Context: an optimization exercise on an open-source flow, tuned for small area and a short achievable clock period. The choices shown serve that exercise and are no tape-out recipe. Only simulation tests tie the RTL to the original design; equivalence was not proved. No run shown here takes its clock network from TritonCTS; it comes from the design's own scripts or RTL. The clock input has no modelled driver; a real chip could not lean on it and would need a root buffer or a full tree. No activity file was given, so power comes from the tool's default toggle rates.

===== design/flow/flow/run.sh =====
#!/bin/bash
# Standard ORFS layout with a few changes to how it is made:
#  - port buffers are plain buffers rather than the resizer's default pick
#  - the clock tree is a three-level tree built by flow/cts_hook.tcl in
#    place of TritonCTS (four root buffers fed by the clock port, sixteen
#    mid buffers, leaf buffers of at most 26 flip-flops each)
#  - timing repair may resize a cell to a different footprint
# make's full output (every tool it runs) goes to flow_make.log here; ORFS
# also keeps each step's own log under orfs/logs.
set -euo pipefail
export BUFFER_PORTS_ARGS="-buffer_cell sky130_fd_sc_hd__buf_2"
export PRE_CTS_TCL="$PWD/flow/cts_hook.tcl"
bash standard.sh MATCH_CELL_FOOTPRINT=0 finish > flow_make.log 2>&1

===== design/flow/standard.sh =====
#!/bin/bash
# synth_recipe.tcl (not shown) runs the flow's synth.tcl, then flattens the netlist and writes it again
# the make line also repeats each setting of config.mk as NAME=value (left out here)
make -C /OpenROAD-flow-scripts/flow DESIGN_CONFIG=/design/flow/config.mk WORK_HOME=/design/flow/orfs CLKGATE_MAP_FILE= SYNTH_SCRIPT=/design/flow/synth_recipe.tcl "${@:-finish}"

===== design/flow/flow/manual_cts.tcl =====
proc mcts_split {pts maxn} {
  # pts: list of {x y payload}; returns ceil(n / maxn) clusters (lists of
  # pts) of near equal size, by recursive bisection across the longer side
  set n [llength $pts]
  set k [expr {($n + $maxn - 1) / $maxn}]
  return [mcts_split_k $pts $k]
}

proc mcts_split_k {pts k} {
  if {$k <= 1} { return [list $pts] }
  set xs [lsort -integer [lmap p $pts {lindex $p 0}]]
  set ys [lsort -integer [lmap p $pts {lindex $p 1}]]
  set dx [expr {[lindex $xs end] - [lindex $xs 0]}]
  set dy [expr {[lindex $ys end] - [lindex $ys 0]}]
  set d [expr {$dx >= $dy ? 0 : 1}]
  set s [lsort -integer -index $d $pts]
  set k1 [expr {$k / 2}]
  set h [expr {([llength $s] * $k1) / $k}]
  return [concat [mcts_split_k [lrange $s 0 [expr {$h - 1}]] $k1] [mcts_split_k [lrange $s $h end] [expr {$k - $k1}]]]
}

proc mcts_split_n {pts n} {
  # split into n groups (n a power of two) by median bisection
  if {$n <= 1} { return [list $pts] }
  set xs [lsort -integer [lmap p $pts {lindex $p 0}]]
  set ys [lsort -integer [lmap p $pts {lindex $p 1}]]
  set dx [expr {[lindex $xs end] - [lindex $xs 0]}]
  set dy [expr {[lindex $ys end] - [lindex $ys 0]}]
  set k [expr {$dx >= $dy ? 0 : 1}]
  set s [lsort -integer -index $k $pts]
  set h [expr {[llength $s] / 2}]
  return [concat [mcts_split_n [lrange $s 0 [expr {$h - 1}]] [expr {$n / 2}]] [mcts_split_n [lrange $s $h end] [expr {$n / 2}]]]
}

proc mcts_centroid {pts} {
  set sx 0; set sy 0
  foreach p $pts { incr sx [lindex $p 0]; incr sy [lindex $p 1] }
  set n [llength $pts]
  return [list [expr {$sx / $n}] [expr {$sy / $n}]]
}

proc mcts_build {clk_port leaf_max nroots bufname {rootname ""}} {
  if {$rootname eq ""} { set rootname $bufname }
  set rmaster [[ord::get_db] findMaster $rootname]
  set block [ord::get_db_block]
  set master [[ord::get_db] findMaster $bufname]
  set clknet [$block findNet $clk_port]
  set sinks {}
  foreach it [$clknet getITerms] {
    set inst [$it getInst]
    set bb [$inst getBBox]
    set x [expr {([$bb xMin] + [$bb xMax]) / 2}]
    set y [expr {([$bb yMin] + [$bb yMax]) / 2}]
    lappend sinks [list $x $y $it]
  }
  puts "manual cts: [llength $sinks] sinks"
  set clusters [mcts_split $sinks $leaf_max]
  puts "manual cts: [llength $clusters] leaf clusters"
  set leaves {}
  set i 0
  foreach c $clusters {
    lassign [mcts_centroid $c] cx cy
    set inst [odb::dbInst_create $block $master "clkbuf_leaf_m_$i"]
    set net [odb::dbNet_create $block "clknet_leaf_m_$i"]
    $net setSigType CLOCK
    $inst setLocation [expr {$cx - [$master getWidth] / 2}] [expr {$cy - [$master getHeight] / 2}]
    $inst setPlacementStatus PLACED
    foreach p $c {
      set it [lindex $p 2]
      $it disconnect
      $it connect $net
    }
    [$inst findITerm X] connect $net
    lappend leaves [list $cx $cy [$inst findITerm A]]
    incr i
  }
  set groups [mcts_split_n $leaves $nroots]
  set j 0
  foreach g $groups {
    lassign [mcts_centroid $g] cx cy
    set inst [odb::dbInst_create $block $rmaster "clkbuf_root_m_$j"]
    set net [odb::dbNet_create $block "clknet_root_m_$j"]
    $net setSigType CLOCK
    $inst setLocation [expr {$cx - [$rmaster getWidth] / 2}] [expr {$cy - [$rmaster getHeight] / 2}]
    $inst setPlacementStatus PLACED
    foreach p $g { [lindex $p 2] connect $net }
    [$inst findITerm X] connect $net
    [$inst findITerm A] connect $clknet
    incr j
  }
  puts "manual cts: $j root buffers"
}

proc mcts_build3 {clk_port leaf_max nmid nroots leafname midname rootname} {
  # three levels: roots fed by the clock port, mid buffers, leaf buffers
  set block [ord::get_db_block]
  set db [ord::get_db]
  set lm [$db findMaster $leafname]
  set mm [$db findMaster $midname]
  set rm [$db findMaster $rootname]
  set clknet [$block findNet $clk_port]
  set sinks {}
  foreach it [$clknet getITerms] {
    set inst [$it getInst]
    set bb [$inst getBBox]
    lappend sinks [list [expr {([$bb xMin] + [$bb xMax]) / 2}] [expr {([$bb yMin] + [$bb yMax]) / 2}] $it]
  }
  set level {}
  set i 0
  foreach c [mcts_split $sinks $leaf_max] {
    lappend level [mcts_place_driver $block $lm "clkbuf_leaf_m_$i" "clknet_leaf_m_$i" $c]
    incr i
  }
  set mids {}
  set i 0
  foreach g [mcts_split_n $level $nmid] {
    lappend mids [mcts_place_driver $block $mm "clkbuf_mid_m_$i" "clknet_mid_m_$i" $g]
    incr i
  }
  set i 0
  foreach g [mcts_split_n $mids $nroots] {
    set d [mcts_place_driver $block $rm "clkbuf_root_m_$i" "clknet_root_m_$i" $g]
    [lindex $d 2] connect $clknet
    incr i
  }
  puts "manual cts: [llength $level] leaves, [llength $mids] mids, $i roots"
}

proc mcts_place_driver {block master iname nname pts} {
  # a buffer at the centroid of pts driving their pins; returns its input
  lassign [mcts_centroid $pts] cx cy
  set inst [odb::dbInst_create $block $master $iname]
  set net [odb::dbNet_create $block $nname]
  $net setSigType CLOCK
  $inst setLocation [expr {$cx - [$master getWidth] / 2}] [expr {$cy - [$master getHeight] / 2}]
  $inst setPlacementStatus PLACED
  foreach p $pts {
    set it [lindex $p 2]
    if {[$it getNet] ne "NULL"} { $it disconnect }
    $it connect $net
  }
  [$inst findITerm X] connect $net
  return [list $cx $cy [$inst findITerm A]]
}

===== design/flow/flow/cts_hook.tcl =====
# Runs in place of TritonCTS inside ORFS's cts step (sourced as PRE_CTS_TCL):
# builds a three-level clock tree by hand, then does the rest of cts.tcl's work
# (legalize, timing repair, write the step's results) and ends the step.
source [file join [file dirname [info script]] manual_cts.tcl]
# cts.tcl only sets these after this hook
set_dont_use $::env(DONT_USE_CELLS)

mcts_build3 clk 26 16 4 sky130_fd_sc_hd__clkbuf_16 sky130_fd_sc_hd__buf_12 sky130_fd_sc_hd__buf_16
set_propagated_clock [all_clocks]

estimate_parasitics -placement
set_placement_padding -global \
  -left $::env(CELL_PAD_IN_SITES_DETAIL_PLACEMENT) \
  -right $::env(CELL_PAD_IN_SITES_DETAIL_PLACEMENT)
detailed_placement
estimate_parasitics -placement
report_clock_latency
repair_timing_helper
detailed_placement
check_placement -verbose
report_metrics 4 "cts final"
orfs_write_db $::env(RESULTS_DIR)/4_1_cts.odb
orfs_write_sdc $::env(RESULTS_DIR)/4_cts.sdc
exit

===== design/flow/constraint.sdc =====
create_clock -name core_clock -period 4.5 [get_ports {clk}]
set_input_delay 0.9000 -clock core_clock [delete_from_list [all_inputs] [get_ports {clk}]]
set_output_delay 0.9000 -clock core_clock [all_outputs]
set_load 0.01 [all_outputs]

===== design/flow/design.v =====
package router_pkg;
    typedef logic [81-1:0] flit_t;
    typedef logic [3-1:0] coord_t;
    typedef enum logic [1:0] {
        ROUTE_XPOS  = 2'd0,
        ROUTE_YPOS  = 2'd1,
        ROUTE_EJECT = 2'd2
    } route_dir_e;
    typedef struct packed {
        route_dir_e dir;
        flit_t      flit;
    } routed_flit_t;
endpackage
`timescale 1ns/10ps
module flit_queue #(
    parameter int width      = 81,
    parameter int tag_w      = 1,
    parameter int depth      = 8,
    parameter bit free_write = 0
) (
    input  logic             clk,
    input  logic             rst,
    input  logic [width-1:0] wr_data,
    input  logic [tag_w-1:0] wr_tag,
    input  logic             wr_en,
    input  logic             wr_en_next,
    input  logic             rd_en,
    output logic [width-1:0] rd_data,
    output logic [tag_w-1:0] head_tag,
    output logic             not_empty_next,
    output logic [tag_w-1:0] head_tag_next,
    output logic             not_empty,
    output logic             full,
    output logic             almost_full
);
    logic [width-1:0] mem [depth];
    logic [tag_w-1:0] tag [depth];
    logic [depth-1:0] wr_oh;
    logic [depth-1:0] rd_oh;
    logic [depth-1:0] rd_oh_next;
    logic [depth:0]   occ;
    logic             do_wr;
    logic             do_rd;
    logic [depth-1:0] wr_oh_d;
    logic [depth:0]   occ_d;
    logic [depth-1:0] wsel;
    logic [tag_w-1:0] next_tag;
    assign do_wr = free_write ? (wr_en && !full) : wr_en;
    assign do_rd = rd_en && not_empty;
    assign not_empty   = !occ[0];
    assign full        = occ[depth];
    assign almost_full = occ[depth-1];
    assign rd_oh_next = {rd_oh[depth-2:0], rd_oh[depth-1]};
    always_comb begin
        next_tag = '0;
        for (int i = 0; i < depth; i++) begin
            next_tag = next_tag | (tag[i] & {tag_w{rd_oh_next[i]}});
        end
    end
    assign wr_oh_d = do_wr ? {wr_oh[depth-2:0], wr_oh[depth-1]} : wr_oh;
    always_comb begin
        if (do_rd) begin
            occ_d = do_wr ? occ : {1'b0, occ[depth:1]};
        end else begin
            occ_d = do_wr ? {occ[depth-1:0], 1'b0} : occ;
        end
    end
    always_ff @(posedge clk) begin
        if (rst) begin
            wr_oh <= depth'(1);
            rd_oh <= depth'(1);
            occ   <= (depth + 1)'(1);
            wsel  <= free_write ? depth'(1) : '0;
        end else begin
            wr_oh <= wr_oh_d;
            if (do_rd) begin
                rd_oh <= rd_oh_next;
            end
            occ   <= occ_d;
            wsel  <= wr_oh_d & {depth{free_write ? !occ_d[depth] : wr_en_next}};
        end
    end
    assign not_empty_next = !rst && !occ_d[0];
    always_comb begin
        if (do_wr && (occ[0] || (occ[1] && do_rd))) begin
            head_tag_next = wr_tag;
        end else if (do_rd) begin
            head_tag_next = next_tag;
        end else begin
            head_tag_next = head_tag;
        end
    end
    always_ff @(posedge clk) begin
        head_tag <= head_tag_next;
    end
    for (genvar i = 0; i < depth; i++) begin : g_slot
        always_ff @(posedge clk) begin
            if (wsel[i]) begin
                mem[i] <= wr_data;
                tag[i] <= wr_tag;
            end
        end
    end
    always_comb begin
        rd_data = '0;
        for (int i = 0; i < depth; i++) begin
            rd_data = rd_data | (mem[i] & {width{rd_oh[i]}});
        end
    end
endmodule
`timescale 1ns/10ps
module route_comp #(
    parameter router_pkg::coord_t cur_x = '0,
    parameter router_pkg::coord_t cur_y = '0
) (
    input  router_pkg::flit_t flit,
    output logic              is_eject,
    output logic              go_y
);
    router_pkg::coord_t dst_x;
    router_pkg::coord_t dst_y;
    assign dst_x = flit[72 +: 3];
    assign dst_y = flit[75 +: 3];
    assign is_eject = (dst_x == cur_x) && (dst_y == cur_y);
    assign go_y     = (dst_x == cur_x);
endmodule
`timescale 1ns/10ps
module input_port #(
    parameter router_pkg::coord_t cur_x = '0,
    parameter router_pkg::coord_t cur_y = '0
) (
    input  logic              clk,
    input  logic              rst,
    input  router_pkg::flit_t in_flit,
    input  logic              in_valid,
    output router_pkg::flit_t eject_flit,
    output logic              eject_valid,
    output router_pkg::flit_t sw_head,
    output logic              sw_head_y,
    output logic              sw_head_valid,
    output logic              sw_head_y_next,
    output logic              sw_head_valid_next,
    input  logic              sw_grant
);
    router_pkg::flit_t in_head;
    logic              in_head_eject;
    logic              in_head_y;
    logic              in_not_empty;
    logic              rc_pop;
    router_pkg::flit_t rc_flit;
    logic              rc_dir_y;
    logic              rc_valid;
    logic              rc_valid_d;
    logic              sw_full;
    logic              sw_almost_full;
    flit_queue #(
        .width      (81),
        .tag_w      (1),
        .depth      (8),
        .free_write (1'b1)
    ) in_queue (
        .clk         (clk),
        .rst         (rst),
        .wr_data     (in_flit),
        .wr_tag      (1'b0),
        .wr_en       (in_valid),
        .wr_en_next  (1'b0),
        .rd_en       (rc_pop),
        .rd_data     (in_head),
        .head_tag    (),
        .not_empty_next (),
        .head_tag_next  (),
        .not_empty   (in_not_empty),
        .full        (),
        .almost_full ()
    );
    route_comp #(
        .cur_x(cur_x),
        .cur_y(cur_y)
    ) rc (
        .flit     (in_head),
        .is_eject (in_head_eject),
        .go_y     (in_head_y)
    );
    assign rc_pop = in_not_empty && !(sw_full || (sw_almost_full && rc_valid));
    assign rc_valid_d = rc_pop && !in_head_eject;
    always_ff @(posedge clk) begin
        rc_flit  <= in_head;
        rc_dir_y <= in_head_y;
    end
    always_ff @(posedge clk) begin
        if (rst) begin
            rc_valid    <= 1'b0;
            eject_valid <= 1'b0;
        end else begin
            rc_valid    <= rc_valid_d;
            eject_valid <= rc_pop && in_head_eject;
        end
    end
    assign eject_flit = rc_flit;
    flit_queue #(
        .width      (81),
        .tag_w      (1),
        .depth      (8),
        .free_write (1'b0)
    ) sw_queue (
        .clk         (clk),
        .rst         (rst),
        .wr_data     (rc_flit),
        .wr_tag      (rc_dir_y),
        .wr_en       (rc_valid),
        .wr_en_next  (rc_valid_d),
        .rd_en       (sw_grant),
        .rd_data     (sw_head),
        .head_tag    (sw_head_y),
        .not_empty_next (sw_head_valid_next),
        .head_tag_next  (sw_head_y_next),
        .not_empty   (sw_head_valid),
        .full        (sw_full),
        .almost_full (sw_almost_full)
    );
endmodule
`timescale 1ns/10ps
module switch_alloc (
    input  logic              clk,
    input  logic              rst,
    input  router_pkg::flit_t xpos_head,
    input  router_pkg::flit_t ypos_head,
    input  logic              xpos_head_y,
    input  logic              ypos_head_y,
    input  logic              xpos_head_valid,
    input  logic              ypos_head_valid,
    input  logic              xpos_head_y_next,
    input  logic              ypos_head_y_next,
    input  logic              xpos_head_valid_next,
    input  logic              ypos_head_valid_next,
    output logic              xpos_grant,
    output logic              ypos_grant,
    input  router_pkg::flit_t inject_xpos,
    input  router_pkg::flit_t inject_ypos,
    input  logic              inject_xpos_valid,
    input  logic              inject_ypos_valid,
    output router_pkg::flit_t out_xpos,
    output router_pkg::flit_t out_ypos,
    output logic              out_xpos_valid,
    output logic              out_ypos_valid
);
    router_pkg::flit_t head_flit [2];
    router_pkg::flit_t inj_flit [2];
    logic [1:0]        inj_valid;
    logic [1:0]        req_q [2];
    logic [1:0]        req_d [2];
    logic [1:0]        gnt [2];
    logic [1:0]        pick1_q;
    logic [1:0]        pick1_d;
    logic [1:0]        pick1;
    logic [1:0]        rr_ptr;
    logic [1:0]        rr_d;
    router_pkg::flit_t out_flit_q [2];
    logic [1:0]        out_valid_q;
    assign head_flit[0] = xpos_head;
    assign head_flit[1] = ypos_head;
    assign inj_flit[0]  = inject_xpos;
    assign inj_flit[1]  = inject_ypos;
    assign inj_valid    = {inject_ypos_valid, inject_xpos_valid};
    always_comb begin
        for (int o = 0; o < 2; o++) begin
            pick1[o] = req_q[o][1] && (!req_q[o][0] || rr_ptr[o]);
            gnt[o]   = inj_valid[o] ? 2'b00 : {pick1[o], req_q[o][0] && !pick1[o]};
            rr_d[o] = (|gnt[o]) ? gnt[o][0] : rr_ptr[o];
        end
        req_d[0] = {ypos_head_valid_next && !ypos_head_y_next,
                    xpos_head_valid_next && !xpos_head_y_next};
        req_d[1] = {ypos_head_valid_next &&  ypos_head_y_next,
                    xpos_head_valid_next &&  xpos_head_y_next};
        for (int o = 0; o < 2; o++) begin
            pick1_d[o] = req_d[o][1] && (!req_d[o][0] || rr_d[o]);
        end
    end
    assign xpos_grant = gnt[0][0] | gnt[1][0];
    assign ypos_grant = gnt[0][1] | gnt[1][1];
    always_ff @(posedge clk) begin
        for (int o = 0; o < 2; o++) begin
            out_flit_q[o] <= inj_valid[o] ? inj_flit[o]
                           : (pick1_q[o] ? head_flit[1] : head_flit[0]);
        end
    end
    always_ff @(posedge clk) begin
        if (rst) begin
            out_valid_q <= 2'b00;
            rr_ptr      <= 2'b00;
            req_q[0]    <= 2'b00;
            req_q[1]    <= 2'b00;
            pick1_q     <= 2'b00;
        end else begin
            for (int o = 0; o < 2; o++) begin
                out_valid_q[o] <= inj_valid[o] | (|req_q[o]);
            end
            rr_ptr   <= rr_d;
            req_q[0] <= req_d[0];
            req_q[1] <= req_d[1];
            pick1_q  <= pick1_d;
        end
    end
    assign out_xpos       = out_flit_q[0];
    assign out_ypos       = out_flit_q[1];
    assign out_xpos_valid = out_valid_q[0];
    assign out_ypos_valid = out_valid_q[1];
endmodule
`timescale 1ns/10ps
module router #(
    parameter router_pkg::coord_t cur_x = '0,
    parameter router_pkg::coord_t cur_y = '0
) (
    input  logic              clk,
    input  logic              rst,
    input  router_pkg::flit_t in_xpos,
    input  logic              in_xpos_valid,
    input  router_pkg::flit_t in_ypos,
    input  logic              in_ypos_valid,
    input  router_pkg::flit_t inject_xpos,
    input  logic              inject_xpos_valid,
    input  router_pkg::flit_t inject_ypos,
    input  logic              inject_ypos_valid,
    output router_pkg::flit_t out_xpos,
    output logic              out_xpos_valid,
    output router_pkg::flit_t out_ypos,
    output logic              out_ypos_valid,
    output router_pkg::flit_t eject_xpos,
    output logic              eject_xpos_valid,
    output router_pkg::flit_t eject_ypos,
    output logic              eject_ypos_valid
);
    router_pkg::flit_t        xpos_head;
    router_pkg::flit_t        ypos_head;
    logic                     xpos_head_y;
    logic                     xpos_head_y_next;
    logic                     ypos_head_y_next;
    logic                     xpos_head_valid_next;
    logic                     ypos_head_valid_next;
    logic                     ypos_head_y;
    logic                     xpos_head_valid;
    logic                     ypos_head_valid;
    logic                     xpos_grant;
    logic                     ypos_grant;
    input_port #(
        .cur_x(cur_x),
        .cur_y(cur_y)
    ) xpos_in (
        .clk           (clk),
        .rst           (rst),
        .in_flit       (in_xpos),
        .in_valid      (in_xpos_valid),
        .eject_flit    (eject_xpos),
        .eject_valid   (eject_xpos_valid),
        .sw_head       (xpos_head),
        .sw_head_y     (xpos_head_y),
        .sw_head_y_next     (xpos_head_y_next),
        .sw_head_valid_next (xpos_head_valid_next),
        .sw_head_valid (xpos_head_valid),
        .sw_grant      (xpos_grant)
    );
    input_port #(
        .cur_x(cur_x),
        .cur_y(cur_y)
    ) ypos_in (
        .clk           (clk),
        .rst           (rst),
        .in_flit       (in_ypos),
        .in_valid      (in_ypos_valid),
        .eject_flit    (eject_ypos),
        .eject_valid   (eject_ypos_valid),
        .sw_head       (ypos_head),
        .sw_head_y     (ypos_head_y),
        .sw_head_y_next     (ypos_head_y_next),
        .sw_head_valid_next (ypos_head_valid_next),
        .sw_head_valid (ypos_head_valid),
        .sw_grant      (ypos_grant)
    );
    switch_alloc sa (
        .clk               (clk),
        .rst               (rst),
        .xpos_head         (xpos_head),
        .ypos_head         (ypos_head),
        .xpos_head_y       (xpos_head_y),
        .ypos_head_y       (ypos_head_y),
        .xpos_head_y_next     (xpos_head_y_next),
        .ypos_head_y_next     (ypos_head_y_next),
        .xpos_head_valid_next (xpos_head_valid_next),
        .ypos_head_valid_next (ypos_head_valid_next),
        .xpos_head_valid   (xpos_head_valid),
        .ypos_head_valid   (ypos_head_valid),
        .xpos_grant        (xpos_grant),
        .ypos_grant        (ypos_grant),
        .inject_xpos       (inject_xpos),
        .inject_ypos       (inject_ypos),
        .inject_xpos_valid (inject_xpos_valid),
        .inject_ypos_valid (inject_ypos_valid),
        .out_xpos          (out_xpos),
        .out_ypos          (out_ypos),
        .out_xpos_valid    (out_xpos_valid),
        .out_ypos_valid    (out_ypos_valid)
    );
endmodule

===== design/flow/config.mk =====
export PLATFORM = sky130hd
export DESIGN_NAME = router
export DESIGN_NICKNAME = router
export VERILOG_FILES = /design/flow/design.v
export SDC_FILE = /design/flow/constraint.sdc
export NUM_CORES = 4
export LEC_CHECK = 0
export CAP_MARGIN = 20
export CORE_MARGIN = 2
export CORE_UTILIZATION = 65
export MAX_ROUTING_LAYER = met4
export SETUP_SLACK_MARGIN = 2.45
export SLEW_MARGIN = 20

==> metrics.yaml, run 1 <==
synth_warnings: 14
dieArea_um2: 167000
insertion_delay_ns: 0.55
synth_ff_type: "edfxtp_1"
r2r_start: "xpos_in.sw_queue.rd_oh[7]$_SDFFE_PP0N_"
fmax_mhz: 466
worst_path_max_delay_cell: "dfxtp_4"
rows: 148
critPathKind: "reg2reg"
drt-met1-wl_um: 123000
met2WireLength_um: 147000
maxSlewViolCount: 0
required_ns: 4.92
power.total_mw: 50.0
worstMarginPinSlew_ns: 1.17
cp_max_fo: 26
antenna_found_initial: 93
syn_inst: 6131
crit_end: "sa.out_flit_q[0][18]$_DFF_P_"
drive_above_1_share_pct: 21.4
r2r_slack_ns: 2.36
synthArstFlopShare_pct: 0
place_ws_ns: 1.57
status: "no timing/DRC/antenna violations"
period_needed_ns: 2.14
hold_viol_final: 0
rsz0062_at_grt: "yes"
path_delay_family: "compound AO/OA/AOI/OAI gates"
place_area_um2: 112000
reg2reg_to: "sa.out_flit_q[0][18]$_DFF_P_"
utilization_pct: 73.5
setup_slack_ns: 2.36
dp.cells: 8704
startpoint: "xpos_in.sw_queue.rd_oh[7]$_SDFFE_PP0N_"
relSlewSlack_pct: 21.9
period_share_pct: 47.6
hold_path.startpoint: "ypos_in.in_queue.mem[5][60]$_DFFE_PP_"
grt_max_degree: 85
vias_per_cell: 7.02
dieWidth_um: 408
whs_ns: 0.474
worstSetupStartpointType: "flop"
cp.arrival_ns: 2.56
slowest_delay_ns: 0.52
path_buf_inv: 1
ir_drop_mv: 0.350
pin_count: 658
yosysUniqueCellTypes: 38
ant_nets: 0
worstSetupPathDepth: 5
setup_violations: 0
fin_area_um2: 120000
grt_pass1_vias: 57300
grt.overflow.total: 0
synth.avg_cell_area_um2: 17.3
hp-class: "reg2reg"
synthTopCellsByArea: "edfxtp_1 74%, a22oi_1 9.4%, dfxtp_1 8.9%"
ys_ff_latch: 3082
grt.total_usage_pct: 40.0
io_buffers: 657
worstRegToRegCells: 5
grt_pass1_wl_um: 452000
maxCapViolations: 0
top_layer_used: "met4"
holdBufCountCts: 0
clkTransAtPathRegs_ns: 0.10
post_drt_wl_per_cell_um: 37.0
wl_um: 337000
fin_skew_ns: 0.0378
synth_commonest_cells: "2608 x edfxtp_1, 1329 x a22oi_1, 474 x dfxtp_1"
drc: 0
synth_edf_count: 2608
gp_congestion: 0.999
p_leak_nw: 38.0
synth_top_area_cell: "edfxtp_1"
path_cells: "buf_12, a22oi_1, nand4_1, o21ai_1, o21ai_0"
tns_ns: 0
synthesis.area_um2: 106000
yosysMostFrequentCell: "edfxtp_1"
ys_seq_area_share_pct: 82.6
finalNonFillerCells: 9115
initialDrtViolationCount: 11000
start_util_pct: 65.4
synthesis.nets: 6461
die_h_um: 408
syn2layout_area_growth_pct: 12.4
crit_path_end_kind: "flop"
wl_met3_um: 49600
dpl.hpwl_um: 203000
core_area_um2: 163000
routed-via-count: 64000
drt_pass1_iterations: 9
synth_top_area_share_pct: 73.7
power_density_nw_per_um2: 419
layout.nets: 7205
-- cell usage in the layout (no fill, tap or decap), types with 3 or more instances in the layout --
master / instances
o21bai_1: 4
buf_4: 260
buf_2: 596
diode_2: 67
nor2_1: 43
nand3b_1: 7
nor2b_2: 3
nand2_1: 430
clkbuf_4: 14
nor3_1: 8
o21ai_0: 274
o21ai_1: 26
o21ai_2: 30
dfxtp_4: 244
clkbuf_16: 121
inv_1: 3
nor2b_1: 23
mux2_4: 3
a22oi_1: 1329
buf_6: 39
buf_16: 20
dfxtp_2: 29
nand2b_1: 6
a21oi_1: 68
dfxtp_1: 201
buf_12: 71
nor2_2: 3
and4_2: 8
nand4_1: 245
and2_1: 15
o21a_1: 3
edfxtp_1: 2608
mux2i_1: 27
and4_1: 73
buf_8: 8
nor3_2: 3
-- state kept, by name (all words and copies together), names as in the netlist, 9 cells and up --
| name | flops |
|---|---|
| ypos_in.in_queue.occ | 9 |
| ypos_in.sw_queue.mem | 648 |
| ypos_in.in_queue.mem | 648 |
| xpos_in.in_queue.occ | 9 |
| xpos_in.sw_queue.occ | 9 |
| sa.out_flit_q | 162 |
| xpos_in.in_queue.mem | 648 |
| xpos_in.rc_flit | 81 |
| ypos_in.rc_flit | 81 |
| ypos_in.sw_queue.occ | 9 |
| xpos_in.sw_queue.mem | 648 |
-- power breakdown --
group,switching (mW),internal [mW]
Sequential,0.860,32.1
Combinational,2.44,1.05
Clock,8.06,5.54
-- worst min-delay path by stage --
stage	endpoint	slack (ns)	cells past startpoint
floorplan	xpos_in.rc_flit[0]$_DFF_P_	0.44	2
global placement	xpos_in.rc_flit[34]$_DFF_P_	0.45	2
detailed placement	ypos_in.rc_flit[60]$_DFF_P_	0.46	2
CTS	ypos_in.in_queue.wr_oh[6]$_SDFF_PP0_	0.48	2
global route	xpos_in.sw_queue.mem[5][44]$_DFFE_PP_	0.49	0
finish	ypos_in.rc_flit[60]$_DFF_P_	0.47	2
-- cell type report --
cell class	count	area, µm²
Buffer	139	3410
Inverter	4	15.0
Multi-Input combinational cell	2656	17200
Fill cell	9928	43100
Tap cell	2175	2720
Antenna cell	67	168
Timing Repair Buffer	992	7200
Sequential cell	3082	88800
-- timing repair --
item	in CTS	in global routing
buffers inserted	138	65
gates cloned	0	2
hold endpoints to repair	0	0
pin swaps	15	9
resized for setup	579	66
setup endpoints to repair	525	332
-- worst register-to-register path, stage by stage (launching register included) --
cell	delay (ns)
dfxtp_4	0.52
buf_12	0.32
a22oi_1	0.21
nand4_1	0.33
o21ai_1	0.51
o21ai_0	0.13
-- routing by layer --
metal,GRT usage [%],up-vias
met2,55.6,4898
met5,-,-
li1,-,26100
met1,57.7,32400
met4,16.7,0
met3,9.42,534
-- cells by family (layout without fill, tap and decap cells) --
kind of cell / Yosys count / after routing / synth area share (%)
other: 0 / 67 / 0
AO/OA/AOI/OAI: 1750 / 1750 / 11.4
AND/OR/NAND/NOR: 874 / 874 / 4.23
XOR/XNOR: 1 / 1 / 0.00824
buffers and inverters: 393 / 1135 / 1.42
multiplexers: 31 / 31 / 0.303
flip-flops: 3082 / 3082 / 82.6
==> run 2: changes to the inputs <==
--- a/design/flow/flow/run.sh
+++ b/design/flow/flow/run.sh
@@ -4,6 +4,9 @@
 #  - the clock tree is a three-level tree built by flow/cts_hook.tcl in
 #    place of TritonCTS (four root buffers fed by the clock port, sixteen
 #    mid buffers, leaf buffers of at most 26 flip-flops each)
+#  - before timing repair at that step, output-port flip-flops get their
+#    other loads split off behind a buffer and their port buffers moved next
+#    to them (flow/split_loads.tcl)
 #  - timing repair may resize a cell to a different footprint
 # make's full output (every tool it runs) goes to flow_make.log here; ORFS
 # also keeps each step's own log under orfs/logs.
--- a/design/flow/flow/cts_hook.tcl
+++ b/design/flow/flow/cts_hook.tcl
@@ -1,11 +1,18 @@
 # Runs in place of TritonCTS inside ORFS's cts step (sourced as PRE_CTS_TCL):
 # builds a three-level clock tree by hand, then does the rest of cts.tcl's work
 # (legalize, timing repair, write the step's results) and ends the step.
+# Before the repair it also shortens the paths to the output ports: a
+# flip-flop that drives a port's buffer and other cells gets the other cells
+# behind a buffer of their own, and each port's buffer moves next to its
+# flip-flop so that the buffer drives the wire to the pin.
 source [file join [file dirname [info script]] manual_cts.tcl]
+source [file join [file dirname [info script]] split_loads.tcl]
 # cts.tcl only sets these after this hook
 set_dont_use $::env(DONT_USE_CELLS)
 
 mcts_build3 clk 26 16 4 sky130_fd_sc_hd__clkbuf_16 sky130_fd_sc_hd__buf_12 sky130_fd_sc_hd__buf_16
+split_port_flop_loads sky130_fd_sc_hd__buf_2
+pull_port_buffers
 set_propagated_clock [all_clocks]
 
 estimate_parasitics -placement
==> design/flow/flow/split_loads.tcl (new file) <==
# For each flip-flop that drives an output port's buffer and other cells as
# well, put the other cells behind a buffer of their own, so the flip-flop's
# own load on the path to the port stays small.
proc split_port_flop_loads {bufname} {
  set block [ord::get_db_block]
  set master [[ord::get_db] findMaster $bufname]
  set n 0
  foreach bt [$block getBTerms] {
    if {[$bt getIoType] ne "OUTPUT"} { continue }
    set pnet [$bt getNet]
    if {$pnet eq "NULL"} { continue }
    set obuf ""
    foreach it [$pnet getITerms] { if {[$it isOutputSignal]} { set obuf [$it getInst] } }
    if {$obuf eq ""} { continue }
    set a [$obuf findITerm A]
    if {$a eq "NULL" || $a eq ""} { continue }
    set qnet [$a getNet]
    if {$qnet eq "NULL"} { continue }
    set ff ""
    set others {}
    foreach it [$qnet getITerms] {
      if {[$it isOutputSignal]} { set ff [$it getInst]; continue }
      if {[$it getInst] ne $obuf} { lappend others $it }
    }
    if {$ff eq "" || [llength $others] == 0} { continue }
    if {![string match "*__df*" [[$ff getMaster] getName]]} { continue }
    set inst [odb::dbInst_create $block $master "split_[$ff getId]"]
    set net [odb::dbNet_create $block "splitnet_[$ff getId]"]
    set loc [$ff getLocation]
    $inst setLocation [lindex $loc 0] [lindex $loc 1]
    $inst setPlacementStatus PLACED
    foreach it $others { $it disconnect; $it connect $net }
    [$inst findITerm X] connect $net
    [$inst findITerm A] connect $qnet
    incr n
  }
  puts "split_port_flop_loads: $n flip-flops"
}

# Move each output port's buffer next to the flip-flop that drives it, so
# that the buffer, not the flip-flop, drives the wire to the pin.
proc pull_port_buffers {} {
  set block [ord::get_db_block]
  set n 0
  foreach bt [$block getBTerms] {
    if {[$bt getIoType] ne "OUTPUT"} { continue }
    set pnet [$bt getNet]
    if {$pnet eq "NULL"} { continue }
    set obuf ""
    foreach it [$pnet getITerms] { if {[$it isOutputSignal]} { set obuf [$it getInst] } }
    if {$obuf eq ""} { continue }
    set a [$obuf findITerm A]
    if {$a eq "NULL" || $a eq ""} { continue }
    set qnet [$a getNet]
    if {$qnet eq "NULL"} { continue }
    set ff ""
    foreach it [$qnet getITerms] { if {[$it isOutputSignal]} { set ff [$it getInst] } }
    if {$ff eq ""} { continue }
    if {![string match "*__df*" [[$ff getMaster] getName]]} { continue }
    set loc [$ff getLocation]
    $obuf setLocation [lindex $loc 0] [lindex $loc 1]
    incr n
  }
  puts "pull_port_buffers: $n buffers"
}
--- a/design/flow/config.mk
+++ b/design/flow/config.mk
@@ -9,5 +9,5 @@
 export CORE_MARGIN = 2
 export CORE_UTILIZATION = 65
 export MAX_ROUTING_LAYER = met4
-export SETUP_SLACK_MARGIN = 2.45
+export SETUP_SLACK_MARGIN = 2.5
 export SLEW_MARGIN = 20
==> run 2 against run 1 <==
Setup slack improved by 0.034 ns. Maximum frequency increased by 1.6%. Via count increased by 1.6%. Sequential power decreased by 2%. Clock skew increased by 0.00093 ns. Register-to-register slack improved by 0.03 ns. Core utilization increased by 0.25 points. Still clean on timing, DRC and antenna. Critical path type unchanged. Largest cell class unchanged.
==> metrics.yaml, run 2 <==
synth_commonest_cells: "2608 x edfxtp_1, 1329 x a22oi_1, 474 x dfxtp_1"
synthesis.area_um2: 106000
relSlewSlack_pct: 40.4
synthTopCellsByArea: "edfxtp_1 74%, a22oi_1 9.4%, dfxtp_1 8.9%"
ys_ff_latch: 3082
rows: 148
synth_warnings: 14
path_cells: "buf_4, a22oi_1, nand4_1, o21ai_2, o21ai_0"
layout.nets: 7316
hold_viol_final: 0
synth_ff_type: "edfxtp_1"
required_ns: 4.90
crit_path_end_kind: "flop"
period_needed_ns: 2.11
fmax_mhz: 474
synth_edf_count: 2608
insertion_delay_ns: 0.56
die_h_um: 408
syn2layout_area_growth_pct: 12.8
power_density_nw_per_um2: 420
layout_commonest_cell: "edfxtp_1"
period_share_pct: 46.9
worstSetupStartpointType: "flop"
fin_skew_ns: 0.0388
worst_path_max_delay_cell: "nand4_1"
syn_inst: 6131
synth_top_area_cell: "edfxtp_1"
gp_congestion: 1.01
initialDrtViolationCount: 11400
multi_input_area_um2: 17300
ys_seq_area_share_pct: 82.6
wl_um: 354000
path_delay_family: "compound AO/OA/AOI/OAI gates"
dpl.hpwl_um: 204000
dieWidth_um: 408
maxSlewViolCount: 0
grt_pass1_vias: 58800
utilization_pct: 73.8
rsz0062_at_grt: "yes"
critPathKind: "reg2reg"
worstMarginPinSlew_ns: 0.892
maxCapViolations: 0
grt.total_usage_pct: 42.4
setup_violations: 0
cp_max_fo: 13
core_area_um2: 163000
routed-via-count: 65000
path_buf_inv: 1
layout_common_cells: "2608 x edfxtp_1, 1326 x a22oi_1, 706 x buf_2"
synthesis.nets: 6461
yosysMostFrequentCell: "edfxtp_1"
synthArstFlopShare_pct: 0
p_leak_nw: 38.6
antenna_found_initial: 91
power.total_mw: 50.4
n_fill_cell: 9993
synth_top_area_share_pct: 73.7
ant_nets: 0
cp.arrival_ns: 2.51
start_util_pct: 65.4
post_drt_wl_per_cell_um: 38.4
clkTransAtPathRegs_ns: 0.10
grt_pass1_wl_um: 476000
dieArea_um2: 167000
grt.overflow.total: 0
slowest_delay_ns: 0.51
synth.avg_cell_area_um2: 17.3
pin_count: 658
grt_max_degree: 95
drt_pass1_iterations: 7
seqCellArea_um2: 88100
ir_drop_mv: 0.482
drc: 0
status: "no timing/DRC/antenna violations"
drive_above_1_share_pct: 20.5
hp-class: "reg2reg"
tns_ns: 0
io_buffers: 657
yosysUniqueCellTypes: 38
vias_per_cell: 7.04
run 2: cell counts after synthesis:
Identical to the previous run, type by type.
run 2: path summary, 6_finish.rpt:
kind                                           from                      endpoint  slack (ns)  cells past startpoint
max reg2reg  xpos_in.sw_queue.rd_oh[0]$_SDFFE_PP1N_  sa.out_flit_q[1][38]$_DFF_P_        2.39                      5
min           xpos_in.in_queue.mem[7][38]$_DFFE_PP_   xpos_in.rc_flit[38]$_DFF_P_        0.47                      2
min reg2reg   xpos_in.in_queue.mem[7][38]$_DFFE_PP_   xpos_in.rc_flit[38]$_DFF_P_        0.47                      2
max          xpos_in.sw_queue.rd_oh[0]$_SDFFE_PP1N_  sa.out_flit_q[1][38]$_DFF_P_        2.39                      5
run 2: what timing repair did:
item	in CTS	in global routing
hold buffers	0	0
gates cloned	5	3
pin swaps	17	13
setup endpoints to repair	588	181
endpoints found under the hold margin	0	0
buffers inserted	79	63
gates resized for setup	355	157
run 2: logic make-up (layout without fill, tap and decap cells):
kind of cell	Yosys count	in the layout	synth area share (%)
XOR/XNOR	1	1	0.00824
AND/OR/NAND/NOR	874	874	4.23
other	0	74	0
flip-flops	3082	3082	82.6
AO/OA/AOI/OAI	1750	1750	11.4
multiplexers	31	31	0.303
buffers and inverters	393	1246	1.42
run 2: final cells by class:
| class | count | area share [%] |
|---|---|---|
| antenna | 74 | 0.154 |
| multi-input combinational | 2656 | 14.5 |
| tap | 2175 | 2.27 |
| buffer | 301 | 3.52 |
| timing repair buffer | 941 | 6.12 |
| inverter | 4 | 0.0125 |
| sequential | 3082 | 73.5 |
run 2: routing by layer:
layer | global-route usage, % | wire (µm) | vias up
li1 | - | - | 26400
met1 | 59.4 | 126000 | 32900
met2 | 56.7 | 150000 | 5159
met3 | 15.0 | 58900 | 585
met4 | 17.9 | 19700 | 0
met5 | - | 0 | -
run 2: power breakdown:
group          internal (mW)  total [mW]  switching (mW)
registers               32.0        32.5           0.445
clock network           5.53        13.6            8.09
logic                   1.16        4.30            3.14
run 2: stage by stage:
step / instances / hold WS (ns) / setup WS (ns) / area [µm²]
5_1_grt: 9221 / 0.496 / 2.38 / 120000
2_1_floorplan: 6131 / 0.440 / 2.23 / 106000
3_3_place_gp: 8708 / 0.451 / 1.51 / 112000
6_report: 9233 / 0.475 / 2.39 / 120000
3_5_place_dp: 8708 / 0.460 / 1.48 / 112000
4_1_cts: 9093 / 0.475 / 2.36 / 119000
run 2: worst min-delay path, stage by stage (launching register included):
cell      delay (ns)
edfxtp_1        0.33
a22oi_1         0.06
nand4_1         0.07
==> run 3: changes to the inputs <==
--- a/design/flow/config.mk
+++ b/design/flow/config.mk
@@ -9,5 +9,5 @@
 export CORE_MARGIN = 2
 export CORE_UTILIZATION = 65
 export MAX_ROUTING_LAYER = met4
-export SETUP_SLACK_MARGIN = 2.5
+export SETUP_SLACK_MARGIN = 2.6
 export SLEW_MARGIN = 20
==> run 3 against run 2 <==
Die area unchanged. Hold slack worse by 0.0036 ns. Cell count up 0.43%. Critical path depth down 1. Largest power group unchanged. Setup slack better by 0.11 ns. First-iteration DRC count up 11%. Critical path type unchanged. Maximum frequency up 5.7%. Total power up 1.1%.
==> metrics.yaml, run 3 <==
synthesis.area_um2: 106000
grt_pass1_vias: 59100
hold_viol_final: 0
grt.total_usage_pct: 43.1
dpl.hpwl_um: 205000
setup_violations: 0
clkTransAtPathRegs_ns: 0.10
status: "no timing/DRC/antenna violations"
die_h_um: 408
drt_pass1_iterations: 8
ir_drop_mv: 0.492
n_fill_cell: 9619
tns_ns: 0
grt_pass1_wl_um: 484000
layout_common_cells: "2608 x edfxtp_1, 1322 x a22oi_1, 502 x buf_2"
rsz0062_at_grt: "yes"
multi_input_area_um2: 17400
post_drt_wl_per_cell_um: 38.8
wl_um: 360000
worstMarginPinSlew_ns: 1.07
ant_nets: 0
vias_per_cell: 7.11
synthesis.nets: 6461
dieWidth_um: 408
synthTopCellsByArea: "edfxtp_1 74%, a22oi_1 9.4%, dfxtp_1 8.9%"
fmax_mhz: 501
gp_congestion: 0.998
synth_edf_count: 2608
synth_ff_type: "edfxtp_1"
cp.arrival_ns: 2.14
ys_seq_area_share_pct: 82.6
crit_path_end_kind: "flop"
worstSetupStartpointType: "flop"
maxCapViolations: 0
finalNonFillerCells: 9273
syn2layout_area_growth_pct: 15.3
syn_inst: 6131
power.total_mw: 51.0
pin_count: 658
drc: 0
ys_ff_latch: 3082
p_leak_nw: 39.5
dieArea_um2: 167000
r2r_slack_ns: 2.50
synth_top_area_cell: "edfxtp_1"
rows: 148
hp-class: "reg2reg"
core_area_um2: 163000
synth.avg_cell_area_um2: 17.3
fin_skew_ns: 0.0386
cp_max_fo: 22
yosysUniqueCellTypes: 38
required_ns: 4.64
routed-via-count: 65900
synth_warnings: 14
power_density_nw_per_um2: 416
fin_area_um2: 123000
synth_commonest_cells: "2608 x edfxtp_1, 1329 x a22oi_1, 474 x dfxtp_1"
start_util_pct: 65.4
relSlewSlack_pct: 28.7
antenna_found_initial: 80
grt.overflow.total: 0
whs_ns: 0.471
initialDrtViolationCount: 12700
critPathKind: "reg2reg"
layout_commonest_cell: "edfxtp_1"
period_needed_ns: 2.00
seqCellArea_um2: 88500
drive_above_1_share_pct: 25.2
grt_max_degree: 78
synthArstFlopShare_pct: 0
insertion_delay_ns: 0.55
layout.nets: 7372
place_area_um2: 112000
maxSlewViolCount: 0
period_share_pct: 44.3
holdBufCountCts: 0
dp.cells: 8704
synth_top_area_share_pct: 73.7
yosysMostFrequentCell: "edfxtp_1"
io_buffers: 657
[run 3: changes by cell type in the layout (fill, tap and decap cells not counted), moves of 8 or more]
| cell | before | now |
|---|---|---|
| dfxtp_1 | 369 | 92 |
| o21ai_2 | 35 | 21 |
| buf_4 | 226 | 218 |
| buf_2 | 706 | 502 |
| buf_6 | 42 | 294 |
| diode_2 | 74 | 58 |
| buf_8 | 20 | 45 |
| clkbuf_4 | 19 | 0 |
| dfxtp_2 | 38 | 314 |
| and4_1 | 67 | 59 |
[run 3: final cells by class]
type,count,share of cell area [%]
Buffer,301,3.44
Tap cell,2175,2.22
Sequential cell,3082,72.2
Antenna cell,58,0.118
Multi-Input combinational cell,2656,14.2
Timing Repair Buffer,997,7.80
Inverter,4,0.0123
[run 3: repair_timing]
item | CTS | global route
resized for setup | 1123 | 175
pin swaps | 36 | 31
setup endpoints to repair | 988 | 401
hold endpoints to repair | 0 | 0
buffers inserted | 127 | 71
gates cloned | 6 | 6
[run 3: worst max-delay path, cell delays in order, from the launching register on]
cell     delay (ns)
dfxtp_4        0.40
buf_12         0.15
buf_16         0.17
a22oi_1        0.18
nand4_1        0.65
[run 3: power breakdown]
part	total, mW	switching [mW]	internal (mW)
Sequential	32.6	0.521	32.1
Clock	13.7	8.14	5.54
Combinational	4.66	3.16	1.50
Total	51.0	11.8	39.1
[run 3: worst paths after layout]
path                                                        endpoint                                   start  depth (start not counted)
worst max-delay path                      ypos_in.rc_flit[1]$_DFF_P_  ypos_in.in_queue.rd_oh[4]$_SDFFE_PP0P_                          4
worst min-delay path            ypos_in.in_queue.wr_oh[4]$_SDFF_PP0_    ypos_in.in_queue.wr_oh[3]$_SDFF_PP0_                          2
worst max register to register            ypos_in.rc_flit[1]$_DFF_P_  ypos_in.in_queue.rd_oh[4]$_SDFFE_PP0P_                          4
worst min register to register  ypos_in.in_queue.wr_oh[4]$_SDFF_PP0_    ypos_in.in_queue.wr_oh[3]$_SDFF_PP0_                          2
[run 3: cells by family (layout without fill, tap and decap cells)]
| logic type | Yosys count | count (layout) | share of synthesized area, % |
|---|---|---|---|
| muxes | 31 | 31 | 0.303 |
| other | 0 | 58 | 0 |
| AOI/OAI and AO/OA | 1750 | 1750 | 11.4 |
| DFF | 3082 | 3082 | 82.6 |
| buffers and inverters | 393 | 1302 | 1.42 |
| and+or+nand+nor | 874 | 874 | 4.23 |
| xor gates and xnor gates | 1 | 1 | 0.00824 |
[run 3: routing by layer]
metal / wire [µm] / vias up / global-route usage (%)
li1: - / 26500 / -
met1: 126000 / 33200 / 60.6
met2: 154000 / 5559 / 58.7
met3: 59600 / 672 / 13.0
met4: 20900 / 0 / 19.3
met5: 0 / - / -
[run 3: stage by stage]
step | setup slack [ns] | utilization (%)
after detailed placement | 1.43 | 69.0
after floorplan | 2.23 | -
after global routing | 2.49 | 75.4
final | 2.50 | 75.4
after global placement | 1.46 | 69.0
after CTS | 2.50 | 74.4
==> run 4: changes to the inputs <==
--- a/design/flow/config.mk
+++ b/design/flow/config.mk
@@ -9,5 +9,5 @@
 export CORE_MARGIN = 2
 export CORE_UTILIZATION = 65
 export MAX_ROUTING_LAYER = met4
-export SETUP_SLACK_MARGIN = 2.6
+export SETUP_SLACK_MARGIN = 2.75
 export SLEW_MARGIN = 20
==> run 4 against run 3 <==
Largest power group unchanged. Die area did not move. Hold slack worse by 0.020 ns. Critical endpoint is now sa.pick1_q[0]$_SDFF_PP0_. Core utilization grew 3.1 points. Wire length is 7.5% higher.
==> metrics.yaml, run 4 <==
wl_um: 387000
rows: 148
relSlewSlack_pct: 27.4
pin_count: 658
grt.overflow.total: 0
gp_congestion: 0.976
period_share_pct: 45.6
synthTopCellsByArea: "edfxtp_1 74%, a22oi_1 9.4%, dfxtp_1 8.9%"
io_buffers: 657
r2r_start: "ypos_in.sw_queue.rd_oh[2]$_SDFFE_PP0N_"
ant_nets: 0
whs_ns: 0.451
cp_max_fo: 20
synthesis.area_um2: 106000
finalNonFillerCells: 9520
insertion_delay_ns: 0.57
fmax_mhz: 487
grt_pass1_wl_um: 504000
synthArstFlopShare_pct: 0
path_cells: "buf_16, a22oi_1, nand4_1, mux2_4, mux2_4, a311oi_2"
grt_pass1_vias: 61300
p_leak_nw: 41.5
synth_ff_type: "edfxtp_1"
maxCapViolations: 0
layout_common_cells: "2608 x edfxtp_1, 1087 x a22oi_1, 505 x buf_2"
maxSlewViolCount: 0
yosysMostFrequentCell: "edfxtp_1"
power_density_nw_per_um2: 405
tns_ns: 0
reg2reg_to: "sa.pick1_q[0]$_SDFF_PP0_"
dp.cells: 8714
die_h_um: 408
synth_top_area_share_pct: 73.7
synth_warnings: 14
antenna_found_initial: 92
hold_viol_final: 0
min_path_cells: 2
ir_drop_mv: 0.375
setup_slack_ns: 2.45
power.total_mw: 51.6
crit_path_end_kind: "flop"
dieArea_um2: 167000
holdBufCountCts: 0
layout_commonest_cell: "edfxtp_1"
min_to: "xpos_in.in_queue.wr_oh[2]$_SDFF_PP0_"
synth_top_area_cell: "edfxtp_1"
initialDrtViolationCount: 13300
worst_path_max_delay_cell: "dfxtp_4"
setup_violations: 0
yosysUniqueCellTypes: 38
syn2layout_area_growth_pct: 20.0
routed-via-count: 68400
grt_max_degree: 87
hp-class: "reg2reg"
start_util_pct: 65.4
place_ws_ns: 1.65
slowest_delay_ns: 0.40
worstRegToRegCells: 6
worstMarginPinSlew_ns: 1.08
ys_ff_latch: 3082
hold_path.startpoint: "xpos_in.in_queue.wr_oh[1]$_SDFF_PP0_"
dpl.hpwl_um: 209000
dieWidth_um: 408
drc: 0
cp.arrival_ns: 2.52
post_drt_wl_per_cell_um: 40.7
n_fill_cell: 8895
required_ns: 4.97
status: "no timing/DRC/antenna violations"
path_buf_inv: 1
drt_pass1_iterations: 8
worstSetupStartpointType: "flop"
rsz0062_at_grt: "yes"
fin_skew_ns: 0.0493
synth_commonest_cells: "2608 x edfxtp_1, 1329 x a22oi_1, 474 x dfxtp_1"
core_area_um2: 163000
layout.nets: 7605
period_needed_ns: 2.05
critPathKind: "reg2reg"
syn_inst: 6131
vias_per_cell: 7.19
synth_edf_count: 2608
crit_top_cell: "mux2_4"
drive_above_1_share_pct: 32.8
path_delay_family: "multiplexers"
synth.avg_cell_area_um2: 17.3
clkTransAtPathRegs_ns: 0.11
ys_seq_area_share_pct: 82.6
grt.total_usage_pct: 45.3
r2r_slack_ns: 2.45
synthesis.nets: 6461
run 4: power breakdown:
| part | switching, mW | total [mW] | internal (mW) |
|---|---|---|---|
| combinational | 3.42 | 5.16 | 1.74 |
| clock | 8.26 | 13.8 | 5.54 |
| sequential | 0.523 | 32.6 | 32.1 |
run 4: worst max-delay path by stage:
stage	cells past startpoint	start	slack, ns	endpoint
after global placement	3	sa.pick1_q[0]$_SDFF_PP0_	1.71	sa.out_flit_q[0][54]$_DFF_P_
final	6	ypos_in.sw_queue.rd_oh[2]$_SDFFE_PP0N_	2.45	sa.pick1_q[0]$_SDFF_PP0_
after CTS	1	ypos_in.rc_flit[45]$_DFF_P_	2.50	eject_ypos[45]
after global routing	6	ypos_in.sw_queue.rd_oh[2]$_SDFFE_PP0N_	2.46	sa.pick1_q[0]$_SDFF_PP0_
after floorplan	7	inject_ypos_valid	2.23	sa.req_q[1][1]$_SDFF_PP0_
after detailed placement	7	inject_ypos_valid	1.65	sa.pick1_q[1]$_SDFF_PP0_
run 4: kinds of logic (layout without fill, tap and decap cells):
family / count (synthesis) / count (layout) / synth area share [%]
DFF: 3082 / 3082 / 82.6
other: 0 / 72 / 0
buffers and inverters: 393 / 1535 / 1.42
AOI/OAI and AO/OA: 1750 / 1750 / 11.4
muxes: 31 / 31 / 0.303
xor gates and xnor gates: 1 / 1 / 0.00824
and+or+nand+nor: 874 / 874 / 4.23
run 4: through the flow:
stage          util [%]  cell area [µm²]
6_report           78.4           128000
5_1_grt            78.4           128000
4_1_cts            75.8           123000
3_5_place_dp       69.1           112000
3_3_place_gp       69.1           112000
2_1_floorplan         -           106000
run 4: cell type report:
class / instances / area [µm²] / share of cell area [%]
diodes: 72 / 180 / 0.141
well taps: 2175 / 2720 / 2.13
multi-input cells: 2656 / 19200 / 15.1
plain buffers: 301 / 4220 / 3.31
flip-flops and latches: 3082 / 88500 / 69.4
inverters: 4 / 15.0 / 0.0118
repair buffers: 1230 / 12700 / 9.96
run 4: per-layer routing:
metal	track usage, %	wire length (µm)	up-vias
li1	-	-	27000
met4	21.0	25900	0
met1	61.7	129000	34400
met2	61.2	163000	6152
met5	-	0	-
met3	16.5	68700	871
run 4: tightest hold or removal path: cells and delay by family, from the launching register on:
family	cells	cell delay (ns)
compound gates	1	0.06
flops	1	0.32
simple gates	1	0.05
run 4: repair_timing:
item | 4_1_cts | 5_1_grt
setup endpoints to repair | 1266 | 683
pin swaps | 83 | 182
resized for setup | 1320 | 689
setup buffers | 283 | 103
gates cloned | 12 | 35
==> run 5: changes to the inputs <==
--- a/design/flow/flow/run.sh
+++ b/design/flow/flow/run.sh
@@ -11,6 +11,6 @@
 # make's full output (every tool it runs) goes to flow_make.log here; ORFS
 # also keeps each step's own log under orfs/logs.
 set -euo pipefail
-export BUFFER_PORTS_ARGS="-buffer_cell sky130_fd_sc_hd__buf_2"
+export BUFFER_PORTS_ARGS="-buffer_cell sky130_fd_sc_hd__buf_1"
 export PRE_CTS_TCL="$PWD/flow/cts_hook.tcl"
 bash standard.sh MATCH_CELL_FOOTPRINT=0 finish > flow_make.log 2>&1
--- a/design/flow/config.mk
+++ b/design/flow/config.mk
@@ -9,5 +9,5 @@
 export CORE_MARGIN = 2
 export CORE_UTILIZATION = 65
 export MAX_ROUTING_LAYER = met4
-export SETUP_SLACK_MARGIN = 2.75
+export SETUP_SLACK_MARGIN = 2.6
 export SLEW_MARGIN = 20
==> run 5 against run 4 <==
The layout now fails its checks (antenna violations). Wire length down 8.0%. Die area unchanged. Sequential power about the same. Total power down 1.4%. First-iteration DRC count down 11%. Sequential cell count unchanged. Synthesized area unchanged. Global-route usage down 2.3 points. Highest routed layer unchanged.
==> metrics.yaml, run 5 <==
status: "failed layout checks"
so_faults: "antenna violations"
layout.nets: 7338
r2r_slack_ns: 2.54
antenna_found_initial: 79
worstSetupStartpointType: "flop"
synthesis.area_um2: 106000
whs_ns: 0.473
routed-via-count: 65500
ir_drop_mv: 0.404
syn2layout_area_growth_pct: 14.6
gp_congestion: 1.00
path_delay_family: "flip-flops"
synth_commonest_cells: "2608 x edfxtp_1, 1329 x a22oi_1, 474 x dfxtp_1"
io_buffers: 657
worstRegToRegCells: 5
finalNonFillerCells: 9230
drc: 0
grt.total_usage_pct: 42.9
grt_pass1_vias: 59200
clkTransAtPathRegs_ns: 0.10
pin_count: 658
yosysUniqueCellTypes: 38
core_area_um2: 163000
synth_edf_count: 2608
setup_violations: 0
worst_path_max_delay_cell: "dfxtp_2"
start_util_pct: 65.4
met2WireLength_um: 151000
post_drt_wl_per_cell_um: 38.6
dp.cells: 8689
grt_pass1_wl_um: 482000
initialDrtViolationCount: 11800
hold_path.startpoint: "xpos_in.in_queue.mem[6][44]$_DFFE_PP_"
slowest_delay_ns: 0.37
dieArea_um2: 167000
critPathKind: "reg2out"
crit_path_end_kind: "primary output"
synthesis.nets: 6461
dpl.hpwl_um: 202000
synth_top_area_cell: "edfxtp_1"
wl_um: 356000
fin_skew_ns: 0.0427
r2r_start: "xpos_in.sw_queue.rd_oh[3]$_SDFFE_PP0N_"
power_density_nw_per_um2: 418
syn_inst: 6131
relSlewSlack_pct: 36.3
dieWidth_um: 408
p_leak_nw: 38.4
drt-met1-wl_um: 125000
layout_commonest_cell: "edfxtp_1"
fmax_mhz: 503
n_fill_cell: 9703
ys_ff_latch: 3082
cp_max_fo: 2
synth_ff_type: "edfxtp_1"
path_buf_inv: 1
min_to: "xpos_in.rc_flit[44]$_DFF_P_"
ant_nets: 1
maxCapViolations: 0
synthArstFlopShare_pct: 0
maxSlewViolCount: 0
holdBufCountCts: 0
cp.arrival_ns: 1.09
required_ns: 3.60
hold_viol_final: 0
hp-class: "reg2reg"
tns_ns: 0
min_path_cells: 2
path_cells: "buf_12"
synth_warnings: 14
rsz0062_at_grt: "yes"
insertion_delay_ns: 0.57
rows: 148
grt_max_degree: 138
die_h_um: 408
reg2reg_to: "sa.out_flit_q[1][41]$_DFF_P_"
synth_top_area_share_pct: 73.7
ys_seq_area_share_pct: 82.6
synth.avg_cell_area_um2: 17.3
wl_met3_um: 58100
yosysMostFrequentCell: "edfxtp_1"
vias_per_cell: 7.09
period_share_pct: 44.2
drt_pass1_iterations: 6
top_layer_used: "met4"
grt.overflow.total: 0
period_needed_ns: 1.99
power.total_mw: 50.9
synthTopCellsByArea: "edfxtp_1 74%, a22oi_1 9.4%, dfxtp_1 8.9%"
layout_common_cells: "2608 x edfxtp_1, 1320 x a22oi_1, 430 x nand2_1"
drive_above_1_share_pct: 20.3
worstMarginPinSlew_ns: 0.955
## run 5: cell counts after synthesis
No cell type changed its count.
## run 5: what timing repair did
item,CTS,global route
endpoints found under the setup margin,976,411
endpoints found under the hold margin,0,0
pin swaps,38,22
gates cloned,2,3
gates resized for setup,1718,206
setup buffers,135,51
## run 5: final cells by class
cell class                 instances  area, µm²  share of cell area, %
buffer                           301       4220                   3.46
timing repair buffer             963       8790                   7.22
antenna                           49        123                  0.101
tap                             2175       2720                   2.23
inverter                           4       15.0                 0.0123
sequential                      3082      88500                   72.6
multi-input combinational       2656      17500                   14.4
## run 5: kinds of logic after synthesis
family | count (synthesis) | share of synthesized area [%]
simple gates | 874 | 4.23
buf+inv | 393 | 1.42
flops | 3082 | 82.6
mux | 31 | 0.303
compound gates | 1750 | 11.4
xor+xnor | 1 | 0.00824
## run 5: worst max-delay path by stage
| stage | start | to | slack (ns) | depth (start not counted) |
|---|---|---|---|---|
| 2_1_floorplan | inject_ypos_valid | sa.req_q[1][1]$_SDFF_PP0_ | 2.23 | 7 |
| 3_3_place_gp | inject_ypos_valid | sa.pick1_q[1]$_SDFF_PP0_ | 1.53 | 7 |
| 3_5_place_dp | inject_ypos_valid | sa.pick1_q[1]$_SDFF_PP0_ | 1.50 | 7 |
| 4_1_cts | ypos_in.rc_flit[44]$_DFF_P_ | eject_ypos[44] | 2.51 | 1 |
| 5_1_grt | sa.req_q[1][0]$_SDFF_PP0_ | sa.pick1_q[0]$_SDFF_PP0_ | 2.48 | 7 |
| 6_report | ypos_in.rc_flit[46]$_DFF_P_ | eject_ypos[46] | 2.51 | 1 |
## run 5: report_power, final
group          internal (mW)  leakage, nW  switching [mW]  total [mW]
sequential              32.1         27.8           0.532        32.6
combinational           1.44         8.95            3.14        4.57
clock                   5.54         1.67            8.13        13.7
## run 5: metrics by stage
stage | util, % | area (µm²) | worst slack [ns]
finish | 74.9 | 122000 | 2.51
global route | 74.9 | 122000 | 2.48
CTS | 74.1 | 120000 | 2.51
detailed placement | 68.5 | 111000 | 1.50
global placement | 68.5 | 111000 | 1.53
floorplan | - | 106000 | 2.23
## run 5: routing by layer
metal | up-vias | global-route usage [%]
met1 | 33200 | 60.7
met3 | 658 | 12.8
li1 | 26400 | -
met5 | - | -
met4 | 0 | 19.0
met2 | 5201 | 58.4
==> run 6: changes to the inputs <==
--- a/design/flow/design.v
+++ b/design/flow/design.v
@@ -38,6 +38,8 @@
     logic [depth-1:0] wr_oh;
     logic [depth-1:0] rd_oh;
     logic [depth-1:0] rd_oh_next;
+    logic [depth-1:0] rd_oh_d;
+    logic [depth-1:0] rd_oh_m;
     logic [depth:0]   occ;
     logic             do_wr;
     logic             do_rd;
@@ -57,6 +59,7 @@
             next_tag = next_tag | (tag[i] & {tag_w{rd_oh_next[i]}});
         end
     end
+    assign rd_oh_d = do_rd ? rd_oh_next : rd_oh;
     assign wr_oh_d = do_wr ? {wr_oh[depth-2:0], wr_oh[depth-1]} : wr_oh;
     always_comb begin
         if (do_rd) begin
@@ -68,14 +71,14 @@
     always_ff @(posedge clk) begin
         if (rst) begin
             wr_oh <= depth'(1);
-            rd_oh <= depth'(1);
+            rd_oh   <= depth'(1);
+            rd_oh_m <= '0;
             occ   <= (depth + 1)'(1);
             wsel  <= free_write ? depth'(1) : '0;
         end else begin
             wr_oh <= wr_oh_d;
-            if (do_rd) begin
-                rd_oh <= rd_oh_next;
-            end
+            rd_oh   <= rd_oh_d;
+            rd_oh_m <= rd_oh_d & {depth{!occ_d[0]}};
             occ   <= occ_d;
             wsel  <= wr_oh_d & {depth{free_write ? !occ_d[depth] : wr_en_next}};
         end
@@ -101,10 +104,14 @@
             end
         end
     end
+    localparam int lo_w = width / 2;
     always_comb begin
         rd_data = '0;
         for (int i = 0; i < depth; i++) begin
-            rd_data = rd_data | (mem[i] & {width{rd_oh[i]}});
+            rd_data[lo_w-1:0] = rd_data[lo_w-1:0] |
+                                (mem[i][lo_w-1:0] & {lo_w{rd_oh[i]}});
+            rd_data[width-1:lo_w] = rd_data[width-1:lo_w] |
+                                    (mem[i][width-1:lo_w] & {(width-lo_w){rd_oh_m[i]}});
         end
     end
 endmodule
==> run 6 against run 5 <==
Now clean on timing, DRC and antenna. Register-to-register slack is essentially flat. Synthesized area grew 0.83%. Setup slack gained 0.012 ns. Die area grew 0.82%. Sequential power is essentially flat. Sequential share of layout area grew 0.82 points. Clock power is essentially flat. First-iteration DRC count shrank 12%. Global-route usage shrank 5.0 points. Cell count grew 0.60%. Wire length shrank 9.9%.
==> metrics.yaml, run 6 <==
status: "no timing/DRC/antenna violations"
initialDrtViolationCount: 10500
pin_count: 658
synth_commonest_cells: "2608 x edfxtp_1, 1330 x a22oi_1, 506 x dfxtp_1"
setup_violations: 0
ys_seq_area_share_pct: 82.5
vias_per_cell: 6.90
fin_area_um2: 121000
syn_inst: 6209
holdBufCountCts: 0
worst_path_max_delay_cell: "dfxtp_2"
drt_pass1_iterations: 6
start_util_pct: 65.2
maxSlewViolCount: 0
rsz0062_at_grt: "yes"
synthesis.area_um2: 107000
required_ns: 3.60
layout_common_cells: "2608 x edfxtp_1, 1319 x a22oi_1, 419 x nand2_1"
wl_um: 321000
slowest_delay_ns: 0.36
grt_pass1_vias: 58600
synth_top_area_share_pct: 73.1
worstSetupStartpointType: "flop"
io_buffers: 657
p_leak_nw: 38.3
drc: 0
power_density_nw_per_um2: 417
synthesis.nets: 6539
dieArea_um2: 168000
cp_max_fo: 1
hold_viol_final: 0
synth_top_area_cell: "edfxtp_1"
dieWidth_um: 410
clkTransAtPathRegs_ns: 0.10
path_cells: "buf_12"
period_needed_ns: 1.97
relSlewSlack_pct: 28.2
synthArstFlopShare_pct: 0
power.total_mw: 50.6
worstMarginPinSlew_ns: 1.08
grt.total_usage_pct: 37.9
tns_ns: 0
grt.overflow.total: 0
yosysUniqueCellTypes: 39
insertion_delay_ns: 0.56
layout_commonest_cell: "edfxtp_1"
grt_max_degree: 102
crit_path_end_kind: "primary output"
cp.arrival_ns: 1.07
drive_above_1_share_pct: 19.7
synth_edf_count: 2608
gp_congestion: 0.894
synth.avg_cell_area_um2: 17.3
antenna_found_initial: 60
place_ws_ns: 1.69
ir_drop_mv: 0.467
post_drt_wl_per_cell_um: 34.6
routed-via-count: 64100
fin_skew_ns: 0.0465
place_area_um2: 112000
critPathKind: "reg2out"
ys_ff_latch: 3114
syn2layout_area_growth_pct: 13.3
fmax_mhz: 506
ant_nets: 0
period_share_pct: 43.9
hp-class: "reg2reg"
synthTopCellsByArea: "edfxtp_1 73%, dfxtp_1 9.5%, a22oi_1 9.3%"
rows: 149
setup_slack_ns: 2.53
yosysMostFrequentCell: "edfxtp_1"
path_delay_family: "flip-flops"
synth_warnings: 14
layout.nets: 7355
path_buf_inv: 1
synth_ff_type: "edfxtp_1"
dpl.hpwl_um: 190000
grt_pass1_wl_um: 442000
core_area_um2: 164000
die_h_um: 410
maxCapViolations: 0
run 6: cell count changes in the layout (fill, tap and decap cells not counted), moves of 14 or more:
cell     before  now
diode_2      49   73
o21ai_1      22  141
buf_12       91   29
nor2b_1      17   32
nor3_1        7   22
buf_6       292  316
dfxtp_1      94  108
o21ai_0     271  147
run 6: metrics by stage:
stage / cells / hold WS, ns / util, %
global placement: 8784 / 0.448 / 68.2
global route: 9277 / 0.491 / 73.8
CTS: 9155 / 0.458 / 72.8
finish: 9285 / 0.463 / 73.8
floorplan: 6209 / 0.440 / -
detailed placement: 8784 / 0.455 / 68.2
run 6: worst paths after layout:
path | start | end | slack [ns] | depth (start not counted)
setup / recovery | sa.out_flit_q[0][49]$_DFF_P_ | out_xpos[49] | 2.53 | 1
hold / removal | xpos_in.in_queue.mem[5][40]$_DFFE_PP_ | xpos_in.rc_flit[40]$_DFF_P_ | 0.46 | 2
setup reg to reg | ypos_in.sw_queue.rd_oh_m[2]$_SDFF_PP0_ | sa.out_flit_q[1][45]$_DFF_P_ | 2.54 | 6
hold reg to reg | xpos_in.in_queue.mem[5][40]$_DFFE_PP_ | xpos_in.rc_flit[40]$_DFF_P_ | 0.46 | 2
run 6: what timing repair did:
| action | in CTS | in global routing |
|---|---|---|
| resized for setup | 1563 | 247 |
| pin swaps | 46 | 32 |
| gates cloned | 0 | 7 |
| endpoints found under the setup margin | 838 | 434 |
| endpoints found under the hold margin | 0 | 0 |
| buffers inserted | 69 | 50 |
run 6: cells by family after synthesis:
logic type / synth area share, %
flip-flops: 82.5
AO/OA/AOI/OAI: 11.2
AND/OR/NAND/NOR: 4.39
buffers and inverters: 1.46
multiplexers: 0.396
run 6: final cells by class:
class                      instances  area, µm²
fill                           10100      43000
antenna                           73        183
multi-input combinational       2685      17600
timing repair buffer             915       7430
sequential                      3114      89100
tap                             2189       2740
inverter                           7       26.3
buffer                           302       4240
run 6: per-layer routing:
metal / track usage (%) / vias to the layer above / part of all wire, %
met3: 9.28 / 368 / 13
met4: 7.63 / 0 / 2.6
met5: - / - / 0
met2: 55.3 / 4476 / 46
met1: 55.5 / 32700 / 38
li1: - / 26500 / -
run 6: power breakdown:
group	switching [mW]	total, mW	leakage, nW	internal (mW)
combinational	2.66	3.99	8.49	1.33
clock	8.18	13.8	1.68	5.58
sequential	0.565	32.9	28.1	32.3

[re-timing with driven ports]
The results above use ideal ports. As a check the final layouts listed here were re-extracted and re-timed, cells and wires unchanged. Step 1 assumes that a clkbuf_16 drives the clock port and a buf_2 every other input. Step 2 times the ports against the registers' clock, not the clock port: input delays grow and output delays shrink by t, the midpoint of the rising clock arrivals with the driver on. a / b / c = ideal ports / drivers / drivers and shift; a / b = the first two.
run	t (ns)	setup slack, ns	clock arrival spread, ns	worst register clock-pin slew, ns	cell pins on the clock port's net
run 1	0.742	2.356 / 2.197 / 1.766	0.052 / 0.051	0.10 / 0.10	4
run 2	0.742	2.390 / 2.282 / 1.588	0.045 / 0.045	0.11 / 0.11	4
run 3	0.750	2.505 / 2.292 / 1.813	0.047 / 0.046	0.11 / 0.11	4
run 4	0.749	2.448 / 2.288 / 1.650	0.059 / 0.058	0.11 / 0.11	4
run 5	0.744	2.513 / 2.308 / 1.708	0.054 / 0.053	0.10 / 0.10	4
run 6	0.732	2.525 / 2.329 / 1.926	0.054 / 0.053	0.10 / 0.10	4
The setup slack of run 5, which loses most, moves by -0.205 ns with the drivers and by -0.805 ns with both steps.
